Context: an optimization exercise on an open-source flow, tuned for small area, a short achievable clock period and few clock cycles per item. The choices shown serve that exercise and are no tape-out recipe. In this exercise RTL edits were held to simulation tests only and were not proved equivalent to the original.

==> flow/run.sh <==
#!/bin/bash
# synth_recipe.tcl (not shown) runs the flow's synth.tcl, then flattens the netlist and writes it again
# the make line also repeats each setting of config.mk as NAME=value (left out here)
make -C /OpenROAD-flow-scripts/flow DESIGN_CONFIG=/design/flow/config.mk WORK_HOME=/design/flow/orfs CLKGATE_MAP_FILE= SYNTH_SCRIPT=/design/flow/synth_recipe.tcl finish
==> flow/config.mk <==
export PLATFORM = sky130hd
export DESIGN_NAME = aluTop
export DESIGN_NICKNAME = aluTop
export VERILOG_FILES = /design/flow/design.v
export SDC_FILE = /design/flow/constraint.sdc
export NUM_CORES = 4
export LEC_CHECK = 0
export CAP_MARGIN = 20
export CORE_MARGIN = 2
export CORE_UTILIZATION = 40
export SLEW_MARGIN = 20
==> flow/constraint.sdc <==
create_clock -name core_clock -period 28.0 [get_ports {clk}]
set_input_delay 5.6000 -clock core_clock [delete_from_list [all_inputs] [get_ports {clk}]]
set_output_delay 5.6000 -clock core_clock [all_outputs]
set_load 0.01 [all_outputs]
==> flow/design.v <==
package aluPkg;
	localparam int operandWidth = 16;
	localparam int resultWidth = 32;
	localparam int errorWidth = 2;
	localparam int opcodeWidth = 4;
	localparam int divZeroBit = 1;
	localparam int overflowBit = 0;
	localparam logic [opcodeWidth-1:0] opAdd = 4'b1010;
	localparam logic [opcodeWidth-1:0] opSub = 4'b1011;
	localparam logic [opcodeWidth-1:0] opMul = 4'b0010;
	localparam logic [opcodeWidth-1:0] opDiv = 4'b0011;
	localparam logic [opcodeWidth-1:0] opMod = 4'b0100;
	typedef struct packed {
		logic [opcodeWidth-2:0] group;
		logic                   mode;
	} opFieldsT;
	typedef union packed {
		logic [opcodeWidth-1:0] code;
		opFieldsT               fields;
	} opcodeT;
endpackage
module operandRegister (
	input  logic                             clk,
	input  logic                             rstN,
	input  logic                             start,
	input  logic [aluPkg::operandWidth-1:0]  a,
	input  logic [aluPkg::operandWidth-1:0]  b,
	input  aluPkg::opcodeT                   op,
	output logic [aluPkg::operandWidth-1:0]  aQ,
	output logic [aluPkg::operandWidth-1:0]  bQ,
	output aluPkg::opcodeT                   opQ,
	output logic                             validQ
);
	always_ff @(posedge clk)
	begin
		if (!rstN)
			validQ <= 1'b0;
		else
			validQ <= start;
	end
	always_ff @(posedge clk)
	begin
		if (start)
		begin
			aQ  <= a;
			bQ  <= b;
			opQ <= op;
		end
	end
endmodule
import aluPkg::*;
module addSubUnit (
	input  logic [aluPkg::operandWidth-1:0] aQ,
	input  logic [aluPkg::operandWidth-1:0] bQ,
	input  aluPkg::opcodeT                  opQ,
	output logic [aluPkg::resultWidth-1:0]  addSubResult,
	output logic                            overflow
);
	logic                    mode;
	logic [operandWidth-1:0] bInv;
	logic [operandWidth-1:0] lowSum;
	logic [1:0]              topSum;
	logic                    carryIn;
	logic                    carryOut;
	assign mode = opQ.fields.mode;
	assign bInv = bQ ^ {operandWidth{mode}};
	assign lowSum  = {1'b0, aQ[operandWidth-2:0]} + {1'b0, bInv[operandWidth-2:0]} +
		{{(operandWidth-1){1'b0}}, mode};
	assign carryIn = lowSum[operandWidth-1];
	assign topSum   = {1'b0, aQ[operandWidth-1]} + {1'b0, bInv[operandWidth-1]} +
		{1'b0, carryIn};
	assign carryOut = topSum[1];
	assign overflow = mode ? (carryIn ^ carryOut) : carryOut;
	assign addSubResult = {{(resultWidth-operandWidth-1){1'b0}}, overflow,
		topSum[0], lowSum[operandWidth-2:0]};
endmodule
import aluPkg::*;
module multiplierArray (
	input  logic [aluPkg::operandWidth-1:0] aQ,
	input  logic [aluPkg::operandWidth-1:0] bQ,
	output logic [aluPkg::resultWidth-1:0]  product
);
	genvar row;
	generate
		for (row = 0; row < operandWidth; row++)
		begin : genRow
			logic [operandWidth-1:0] partial;
			logic [operandWidth:0]   rowSum;
			logic [operandWidth-1:0] acc;
			assign partial = bQ & {operandWidth{aQ[row]}};
			if (row == 0)
			begin : genFirst
				assign rowSum = {1'b0, partial};
			end
			else
			begin : genNext
				assign rowSum = {1'b0, genRow[row-1].acc} + {1'b0, partial};
			end
			assign product[row] = rowSum[0];
			assign acc          = rowSum[operandWidth:1];
		end
	endgenerate
	assign product[resultWidth-1:operandWidth] = genRow[operandWidth-1].acc;
endmodule
import aluPkg::*;
module divModUnit (
	input  logic [aluPkg::operandWidth-1:0] aQ,
	input  logic [aluPkg::operandWidth-1:0] bQ,
	output logic [aluPkg::resultWidth-1:0]  quotient,
	output logic [aluPkg::resultWidth-1:0]  remainder,
	output logic                            divZero
);
	localparam int padWidth = resultWidth - operandWidth;
	assign divZero = (bQ == '0);
	assign quotient  = divZero ? '0 : {{padWidth{1'b0}}, aQ / bQ};
	assign remainder = divZero ? '0 : {{padWidth{1'b0}}, aQ % bQ};
endmodule
import aluPkg::*;
module resultSelect (
	input  logic                           clk,
	input  logic                           rstN,
	input  logic                           validQ,
	input  aluPkg::opcodeT                 opQ,
	input  logic [aluPkg::resultWidth-1:0] addSubResult,
	input  logic                           overflow,
	input  logic [aluPkg::resultWidth-1:0] product,
	input  logic [aluPkg::resultWidth-1:0] quotient,
	input  logic [aluPkg::resultWidth-1:0] remainder,
	input  logic                           divZero,
	output logic [aluPkg::resultWidth-1:0] result,
	output logic [aluPkg::errorWidth-1:0]  error,
	output logic                           done
);
	logic [resultWidth-1:0] nextResult;
	logic [errorWidth-1:0]  nextError;
	always_comb
	begin
		nextResult = '0;
		nextError  = '0;
		case (opQ.code)
			opAdd,
			opSub:
			begin
				nextResult             = addSubResult;
				nextError[overflowBit] = overflow;
			end
			opMul:
			begin
				nextResult = product;
			end
			opDiv:
			begin
				nextResult            = quotient;
				nextError[divZeroBit] = divZero;
			end
			opMod:
			begin
				nextResult            = remainder;
				nextError[divZeroBit] = divZero;
			end
			default:
			begin
				nextResult = '0;
				nextError  = '0;
			end
		endcase
	end
	always_ff @(posedge clk)
	begin
		if (!rstN)
		begin
			result <= '0;
			error  <= '0;
			done   <= 1'b0;
		end
		else
		begin
			done <= validQ;
			if (validQ)
			begin
				result <= nextResult;
				error  <= nextError;
			end
		end
	end
endmodule
import aluPkg::*;
module aluTop (
	input  logic                            clk,
	input  logic                            rstN,
	input  logic                            start,
	input  logic [aluPkg::operandWidth-1:0] a,
	input  logic [aluPkg::operandWidth-1:0] b,
	input  aluPkg::opcodeT                  op,
	output logic                            done,
	output logic [aluPkg::resultWidth-1:0]  result,
	output logic [aluPkg::errorWidth-1:0]   error
);
	logic [operandWidth-1:0] aQ;
	logic [operandWidth-1:0] bQ;
	aluPkg::opcodeT          opQ;
	logic                    validQ;
	logic [resultWidth-1:0]  addSubResult;
	logic                    overflow;
	logic [resultWidth-1:0]  product;
	logic [resultWidth-1:0]  quotient;
	logic [resultWidth-1:0]  remainder;
	logic                    divZero;
	operandRegister operandRegister_i (
		.clk    (clk),
		.rstN   (rstN),
		.start  (start),
		.a      (a),
		.b      (b),
		.op     (op),
		.aQ     (aQ),
		.bQ     (bQ),
		.opQ    (opQ),
		.validQ (validQ)
	);
	addSubUnit addSubUnit_i (
		.aQ           (aQ),
		.bQ           (bQ),
		.opQ          (opQ),
		.addSubResult (addSubResult),
		.overflow     (overflow)
	);
	multiplierArray multiplierArray_i (
		.aQ      (aQ),
		.bQ      (bQ),
		.product (product)
	);
	divModUnit divModUnit_i (
		.aQ        (aQ),
		.bQ        (bQ),
		.quotient  (quotient),
		.remainder (remainder),
		.divZero   (divZero)
	);
	resultSelect resultSelect_i (
		.clk          (clk),
		.rstN         (rstN),
		.validQ       (validQ),
		.opQ          (opQ),
		.addSubResult (addSubResult),
		.overflow     (overflow),
		.product      (product),
		.quotient     (quotient),
		.remainder    (remainder),
		.divZero      (divZero),
		.result       (result),
		.error        (error),
		.done         (done)
	);
endmodule
==> summary.md <==
| Metric | Value |
|---|---|
| Root buffer cell | `clkbuf_16` |
| Row count | `85` |
| 1st-iter DRT viols | `1,684` |
| Synth Warn # | `2` |
| Max clock buf depth | `2` |
| Die area | `0.0565 mm^2` |
| DRT antenna net count | `0` |
| Starting Density | `between 40% and 50%` |
| Via density | `between 5 and 6` |
| Core box area | `0.0539 mm^2` |
| Distinct cells, synth | `108` |
| Yosys reg bits | `~70` |
| Post-CTS Hold Fix Bufs | `0` |
| Min-Delay Path Class | `register to register` |
| CTS HTree Levels | `3` |
| First-pass GRT wire length | `~120,000 um` |
| Slew Limit Fails | `0` |
| Util after Layout | `between 40 and 50%` |
| Fin Hold WS | `455 ps` |
| R2R Setup Slk | `1140 ps` |
| Routed vias | `about 22,000` |
| Max frequency | `37.2 MHz` |
| Worst-margin pin slew | `~1000 ps` |
| Area Overhead vs Synth | `12.1%` |
| Worst-skew pair later-pin latency | `roughly 380 ps` |
| Max cap viols | `0` |
| Worst clock skew | `14.5 ps` |
| Worst path required time | `roughly 28,000 ps` |
| Hold path endpoint | `resultSelect_i.result[28]` |
| Hold Crit Start | `resultSelect_i.result[28]` |
| Total track usage | `around 27%` |
| CP Class | `register to register` |
| DIE WIDTH | `238 um` |
| Cells after Synth | `2,988` |
| Asr flop ratio synth | `0%` |
| Grt total ovfl | `0` |
| Worst reg2reg startpoint | `operandRegister_i.bQ[12]` |
| Synthesized area | `0.0218 mm^2` |
| Largest net degree at the start of global routing | `38` |
| Die Y | `~240 um` |
| Worst Hold Depth | `2` |
| Buffers on Ports | `73` |
| Wire per inst | `20.5 um` |
| Final Cycle Share | `95.9%` |
| Worst EP arrival | `27,090 ps` |
| Routability cong. | `a little under 1` |
| Share of cells above drive strength 1 | `7.67%` |
| Layout Cells excl Fill | `between 3,000 and 4,000` |
| Slew HR | `32.8%` |
| Dpl hpwl | `60,800 um` |
| First-pass detailed-route iteration total | `7` |
| Reg clk slew, reported paths | `60 ps` |
| Worst Reg-to-Reg Cells | `121` |
| Slowest cell on crit path | `or4_4` |
| Num CTS Buffers | `9` |
| Crit path top cell by count | `ha_1` |
| CTS tree | `built` |
| Critical path peak fanout | `16` |
| Critical Path End Type | `register` |
| Hold Vio Cnt, Final | `0` |
| Status | `timing/DRC/antenna clean` |
| DRC viols | `0` |
| Final setup margin | `1140 ps` |
| Ant. Diodes | `0` |
| Post-synthesis sequential area ratio | `8.25%` |
| Synthesized net count | `3,439` |
| TritonCTS Sinks | `72` |
| Dpl ws | `-1220 ps` |
| Post-synth EDFFs | `36` |
| Syn avg cell area | `roughly 7.3 um^2` |
| Nets | `3,535` |
| Critical Path Max Stage Delay | `560 ps` |
| Initial antenna violation count | `1` |
| Setup Viol. Count Final | `0` |
| WL final | `77,500 um` |
| Critical R2R Capture | `resultSelect_i.result[5]` |
| Period minus WS final | `26,860 ps` |
| Ys flop type | `edfxtp_1` |
| Setup crit start kind | `register` |
| Vias in the first global route | `21,300` |
| I/O pin cnt | `74` |
| Placed cells | `roughly 3,700` |
[registers in the layout, summed over array words and instances, names as in the netlist]
name                      count
resultSelect_i.result        32
operandRegister_i.bQ         16
operandRegister_i.validQ      1
resultSelect_i.error          2
operandRegister_i.aQ         16
resultSelect_i.done           1
operandRegister_i.opQ         4
[how the worst max path moves through the flow]
stage	from	cells past startpoint	slack [ps]	endpoint
after floorplan	operandRegister_i.bQ[0]	124	1190	resultSelect_i.result[10]
after global placement	operandRegister_i.bQ[12]	116	-410	resultSelect_i.result[5]
after detailed placement	operandRegister_i.bQ[14]	111	-1220	resultSelect_i.result[15]
after CTS	operandRegister_i.bQ[14]	113	30	resultSelect_i.result[1]
after global routing	operandRegister_i.bQ[12]	119	-110	resultSelect_i.result[3]
final	operandRegister_i.bQ[12]	121	1140	resultSelect_i.result[5]
[synthesized netlist by cell type, drive strengths merged (43+ instances only)]
| master | n | area (um^2) |
|---|---|---|
| xnor2 | 219 | 1920 |
| inv | 197 | 739 |
| and2 | 150 | 938 |
| nor2 | 348 | 1320 |
| xor2 | 64 | 561 |
| o21ai | 176 | 885 |
| a21o | 54 | 405 |
| nor3 | 81 | 422 |
| a31oi | 43 | 284 |
| ha | 394 | 4930 |
| clkbuf | 69 | 259 |
| a21oi | 216 | 1080 |
| nand3 | 76 | 385 |
| nor2b | 64 | 400 |
| nand2 | 222 | 836 |
[layout by cell type (no fill, tap or decap), types with 75 or more instances in the layout]
| master | count |
|---|---|
| and2_1 | 148 |
| a21oi_1 | 207 |
| nand3_1 | 75 |
| xnor2_1 | 219 |
| nor3_1 | 76 |
| ha_1 | 391 |
| nor2_1 | 343 |
| buf_4 | 96 |
| nand2_1 | 216 |
| o21ai_0 | 162 |
| inv_1 | 195 |
[timing repair]
action,4_1_cts,5_1_grt
pin swaps,4,17
buffers inserted,7,13
hold endpoints to repair,0,0
endpoints found under the setup margin,16,16
resized for setup,12,67
[metrics by stage]
| stage | setup TNS [ps] | cell area (um^2) |
|---|---|---|
| 4_1_cts | 0 | 24100 |
| 2_1_floorplan | 0 | 21800 |
| 3_5_place_dp | -16530 | 23700 |
| 3_3_place_gp | -3360 | 23700 |
| 5_1_grt | -583 | 24500 |
| 6_report | 0 | 24500 |
[cell families (layout without fill, tap and decap cells)]
group	Yosys count	in the layout	synth area share (%)
AND/OR/NAND/NOR	1058	1058	23.5
XOR/XNOR	283	283	11.3
multiplexers	36	36	1.78
adder cells (fa/ha/maj)	412	412	24.2
buffers and inverters	293	394	5.15
flip-flops	72	72	8.25
AO/OA/AOI/OAI	834	834	25.8
[per-layer routing]
layer	GRT usage, %	part of all wire, %	up-vias	routed length (um)
met4	9.43	4.2	2	3260
met3	3.77	6.7	175	5170
met2	44.6	44	725	34500
li1	-	-	11000	-
met1	35.3	45	10600	34600
met5	0	0.017	-	13
[area by class of cell]
| cell class | instances | area, um^2 |
|---|---|---|
| Multi-Input combinational cell | 2623 | 19300 |
| Clock inverter | 5 | 30.0 |
| Inverter | 209 | 785 |
| Tap cell | 696 | 871 |
| Sequential cell | 72 | 1800 |
| Timing Repair Buffer | 169 | 1450 |
| Clock buffer | 11 | 254 |
| Fill cell | 5368 | 29400 |
[worst max-delay path: cells and delay by family, from the launching register on]
| family | cells | cell delay, ps |
|---|---|---|
| compound gates | 65 | 13650 |
| simple gates | 30 | 5880 |
| fa+ha+maj | 15 | 4640 |
| buf+inv | 9 | 1660 |
| mux | 2 | 500 |
| flops | 1 | 380 |
Testbench counts, summed over its fixed seeds: cycles 8,008, items 8,000.

[re-timing with driven ports]
No port has a modelled driver above. Below, the same layout with a new extraction and two added sets of constraints. Step 1 sets driving cells, clkbuf_16 on the clock port and buf_2 on the other inputs (assumed; they add their load-dependent delay and slew). Step 2 moves the port delays by t, midway between the first and last clock arrival at a register: inputs arrive t later, outputs are due t later. That takes back most of the time a late clock gives input paths. Three values: no drivers, after step 1, after step 2; two values: the first two.
shift t [ns]: 0.422
slack for setup (ns): 1.138 / 1.138 / 1.138
hold slack, ns: 0.455 / 0.455 / 0.455
slew at the worst register clock pin (ns): 0.07 / 0.07
pins driven straight from the clock port: 1
After both steps setup and hold are still met in this run. The setup slack of this run moves by 0.000 ns with the drivers and by 0.000 ns with both steps.
